This is an optimization exercise on Yosys and OpenROAD, whose aim is small area, a short achievable clock period and few clock cycles per item, not a production implementation. Where RTL was checked, it was by simulation tests only, not by an equivalence proof against the original.

==> flow/design.v (excerpt) <==
module lehmer_random_generator (
  input  logic         clk,
  input  logic         rst_n,
  input  logic         in_tvalid,
  output logic         in_tready,
  input  logic [127:0] in_tdata,
  input  logic [1:0]   in_tuser,
  output logic         out_tvalid,
  input  logic         out_tready,
  output logic [63:0]  out_tdata,
  output logic         out_tuser
);
==> module lehmer_random_generator, before the edit <==
module lehmer_random_generator (
  input  logic         clk,
  input  logic         rst_n,
  input  logic         in_tvalid,
  output logic         in_tready,
  input  logic [127:0] in_tdata,
  input  logic [1:0]   in_tuser,
  output logic         out_tvalid,
  input  logic         out_tready,
  output logic [63:0]  out_tdata,
  output logic         out_tuser
);
  localparam logic [30:0] MOD = lrg_pkg::LRG_MOD;
  logic v4;
  logic adv;
  assign adv = !v4 || out_tready;
  assign in_tready = adv;
  logic [1:0]  op;
  logic [31:0] seed_in, lo_in, hi_in;
  logic [30:0] thr_in;
  assign op      = in_tuser;
  assign seed_in = in_tdata[31:0];
  assign thr_in  = in_tdata[62:32];
  assign lo_in   = in_tdata[94:63];
  assign hi_in   = in_tdata[126:95];
  logic [30:0] st;      
  logic [30:0] stm;     
  logic        bad, ld_seed, ld_next;
  logic [31:0] mag;
  logic [30:0] seedv;
  logic [30:0] nx;
  logic [30:0] st_nxt;
  assign bad     = $signed(lo_in) > $signed(hi_in);
  assign ld_seed = in_tvalid && (op == lrg_pkg::OP_SEED);
  assign ld_next = in_tvalid && (op != lrg_pkg::OP_SEED) && !((op == lrg_pkg::OP_RANGE) && bad);
  assign mag     = seed_in[31] ? (32'd0 - seed_in) : seed_in;
  assign seedv   = (mag >= {1'b0, MOD}) ? 31'(mag - {1'b0, MOD}) : mag[30:0];
  lrg_next u_next (.s(st), .n(nx));
  always_comb begin
    if (ld_seed)      st_nxt = seedv;
    else if (ld_next) st_nxt = nx;
    else              st_nxt = st;
  end
  logic [32:0] span;
  logic [34:0] bx;
  logic [16:0] neg1, one1, two1;
  assign span = {hi_in[31], hi_in} - {lo_in[31], lo_in} + 33'd1;
  assign bx = {1'b0, span, 1'b0};
  always_comb begin
    for (int i = 0; i < 17; i++) begin
      neg1[i] = bx[2*i+2];
      one1[i] = bx[2*i+1] ^ bx[2*i];
      two1[i] = (bx[2*i+2] & ~bx[2*i+1] & ~bx[2*i]) | (~bx[2*i+2] & bx[2*i+1] & bx[2*i]);
    end
  end
  logic        v2;
  logic [1:0]  op2;
  logic        err2;
  logic [16:0] neg2, one2, two2;
  logic [31:0] low2;    
  always_ff @(posedge clk) begin
    if (!rst_n) begin
      st  <= lrg_pkg::LRG_INIT;
      v2  <= 1'b0;
    end else if (adv) begin
      st  <= st_nxt;
      v2  <= in_tvalid;
    end
    if (adv) begin
      stm  <= st_nxt;
      op2  <= op;
      err2 <= (op == lrg_pkg::OP_RANGE) && bad;
      neg2 <= neg1;
      one2 <= one1;
      two2 <= two1;
      low2 <= op[0] ? lo_in : {1'b0, thr_in};
    end
  end
  logic [62:0] pa, pb;
  lrg_mul u_mul (.a(stm), .neg(neg2), .one(one2), .two(two2), .ca(pa), .cb(pb));
  logic        v3;
  logic        rng3, err3, coin3;
  logic [30:0] st3;
  logic [31:0] low3;
  logic [62:0] pa3, pb3;
  always_ff @(posedge clk) begin
    if (!rst_n) v3 <= 1'b0;
    else if (adv) v3 <= v2;
    if (adv) begin
      rng3  <= (op2 == lrg_pkg::OP_RANGE) && !err2;
      err3  <= err2;
      coin3 <= (op2 == lrg_pkg::OP_BERN) && (stm < low2[30:0]);
      st3   <= stm;
      low3  <= low2;
      pa3   <= pa;
      pb3   <= pb;
    end
  end
  logic [30:0] lsum;
  logic [61:0] msum;
  logic        cl, ch, ones;
  logic [32:0] r3;
  logic        d1, d2, d3;
  logic [2:0]  k3;
  logic [31:0] hu0;
  assign {cl, lsum} = {1'b0, pa3[30:0]} + {1'b0, pb3[30:0]};
  assign {ch, msum} = {1'b0, pa3[61:0]} + {1'b0, pb3[61:0]};
  assign ones = &(pa3[61:0] ^ pb3[61:0]);
  logic [32:0] ra, rb, rc, rd, rs1, rc1, rs2, rc2;
  always_comb begin
    ra  = {2'b0, pa3[30:0]};
    rb  = {2'b0, pb3[30:0]};
    rc  = {2'b0, pa3[61:31]};
    rd  = {2'b0, pb3[61:31]};
    rs1 = ra ^ rb ^ rc;
    rc1 = {(ra[31:0] & rb[31:0]) | (ra[31:0] & rc[31:0]) | (rb[31:0] & rc[31:0]), 1'b0};
    rs2 = rs1 ^ rc1 ^ rd;
    rc2 = {(rs1[31:0] & rc1[31:0]) | (rs1[31:0] & rd[31:0]) | (rc1[31:0] & rd[31:0]), 1'b0};
  end
  assign r3   = rs2 + rc2;
  assign d1 = &r3[30:0];
  assign d2 = &r3[30:1];
  assign d3 = (&r3[30:2]) & (r3[1] | r3[0]);
  logic        xp, t0, t1, dd0, dd1;
  logic [2:0]  k0, k1;
  assign xp  = pa3[62] ^ pb3[62];
  assign t0  = xp | ones;
  assign t1  = ~xp | ones;
  assign dd0 = t0 ? (cl ? d3 : d2) : (cl ? d2 : d1);
  assign dd1 = t1 ? (cl ? d3 : d2) : (cl ? d2 : d1);
  assign k0  = {2'b0, xp} + {1'b0, r3[32:31]} + {2'b0, dd0};
  assign k1  = {2'b0, ~xp} + {1'b0, r3[32:31]} + {2'b0, dd1} - 3'd1;
  assign k3  = ch ? k1 : k0;
  logic [31:0] hs, hc;
  assign hs  = pa3[62:31] ^ pb3[62:31] ^ low3;
  assign hc  = {(pa3[61:31] & pb3[61:31]) | (pa3[61:31] & low3[30:0]) | (pb3[61:31] & low3[30:0]), 1'b0};
  assign hu0 = hs + hc;
  logic        err4, coin4, rng4;
  logic [30:0] st4;
  logic [31:0] hu4;
  logic [1:0]  k4;
  always_ff @(posedge clk) begin
    if (!rst_n) v4 <= 1'b0;
    else if (adv) v4 <= v3;
    if (adv) begin
      err4  <= err3;
      coin4 <= coin3;
      rng4  <= rng3;
      st4   <= st3;
      hu4   <= hu0;
      k4    <= k3[1:0];
    end
  end
  logic [31:0] rv;
  assign rv = hu4 + {30'd0, k4};
  assign out_tvalid = v4;
  assign out_tdata  = {rng4 ? rv : 32'd0, coin4, st4};
  assign out_tuser  = err4;
endmodule
clock: 10.0 ns
lec_check: 0
abc_area: 1
cap_margin: 20
core_margin: 2
core_utilization: 60
setup_slack_margin: 5
slew_margin: 20
run.sh (not shown) runs the stock make flow with config.mk's settings and CLKGATE_MAP_FILE= SYNTH_SCRIPT=/design/flow/synth_recipe.tcl, a recipe that flattens the netlist after the stock synthesis.
Testbench counts at the start, summed over its fixed seeds: cycles 8,024, items 8,000.
Change:
--- a/flow/design.v
+++ b/flow/design.v
@@ -1870,30 +1870,29 @@
   assign k3  = ch ? k1 : k0;
   logic [31:0] hs, hc;
   assign hs  = pa3[62:31] ^ pb3[62:31] ^ low3;
   assign hc  = {(pa3[61:31] & pb3[61:31]) | (pa3[61:31] & low3[30:0]) | (pb3[61:31] & low3[30:0]), 1'b0};
   assign hu0 = hs + hc;
-  logic        err4, coin4, rng4;
+  logic        err4, coin4;
   logic [30:0] st4;
   logic [31:0] hu4;
   logic [1:0]  k4;
   always_ff @(posedge clk) begin
     if (!rst_n) v4 <= 1'b0;
     else if (adv) v4 <= v3;
     if (adv) begin
       err4  <= err3;
       coin4 <= coin3;
-      rng4  <= rng3;
       st4   <= st3;
-      hu4   <= hu0;
-      k4    <= k3[1:0];
+      hu4   <= rng3 ? hu0 : 32'd0;
+      k4    <= rng3 ? k3[1:0] : 2'd0;
     end
   end
   logic [31:0] rv;
   assign rv = hu4 + {30'd0, k4};
   assign out_tvalid = v4;
-  assign out_tdata  = {rng4 ? rv : 32'd0, coin4, st4};
+  assign out_tdata  = {rv, coin4, st4};
   assign out_tuser  = err4;
 endmodule
 module lrg_next (
   input  logic [30:0] s,
   output logic [30:0] n
Result:
- The changed run finished clean
- die area is higher by about 0.9%
- global-route usage fell by 0.16 points
- via count climbs by about 1.1%
- wire length climbs by 1.3%
- maximum frequency went down by about 3.4%
- register-to-register slack gets worse by 0.07 ns
- clock skew increases by 0.0048 ns
- cell count rises by 2.3%
- sequential share of layout area falls by 0.36 points
Only the layout flow was run in the second run of this note; the RTL was not checked for function there.

-- separate check: timing with driven ports --
Ports are ideal in the flow. The routed layouts listed here were re-timed in OpenROAD.
Step 1 assumes that a clkbuf_16 drives the clock port and a buf_2 every other input.
Step 2 moves the port delays by t, midway between the first and last clock arrival at a register: inputs arrive t later, outputs are due t later. That takes back most of the time a late clock gives input paths.
Slacks: ideal / step 1 / step 2; pairs: ideal / step 1.
run	t, ns	setup slack, ns	clock arrival spread, ns	worst register clock-pin slew, ns
the first run	0.675	4.811 / 4.740 / 4.483	0.050 / 0.050	0.10 / 0.10
the second run	0.694	4.627 / 4.550 / 4.411	0.057 / 0.056	0.07 / 0.07
After both steps setup and hold are still met in every run listed. The setup slack of the first run, which loses most, moves by -0.071 ns with the drivers and by -0.328 ns with both steps.
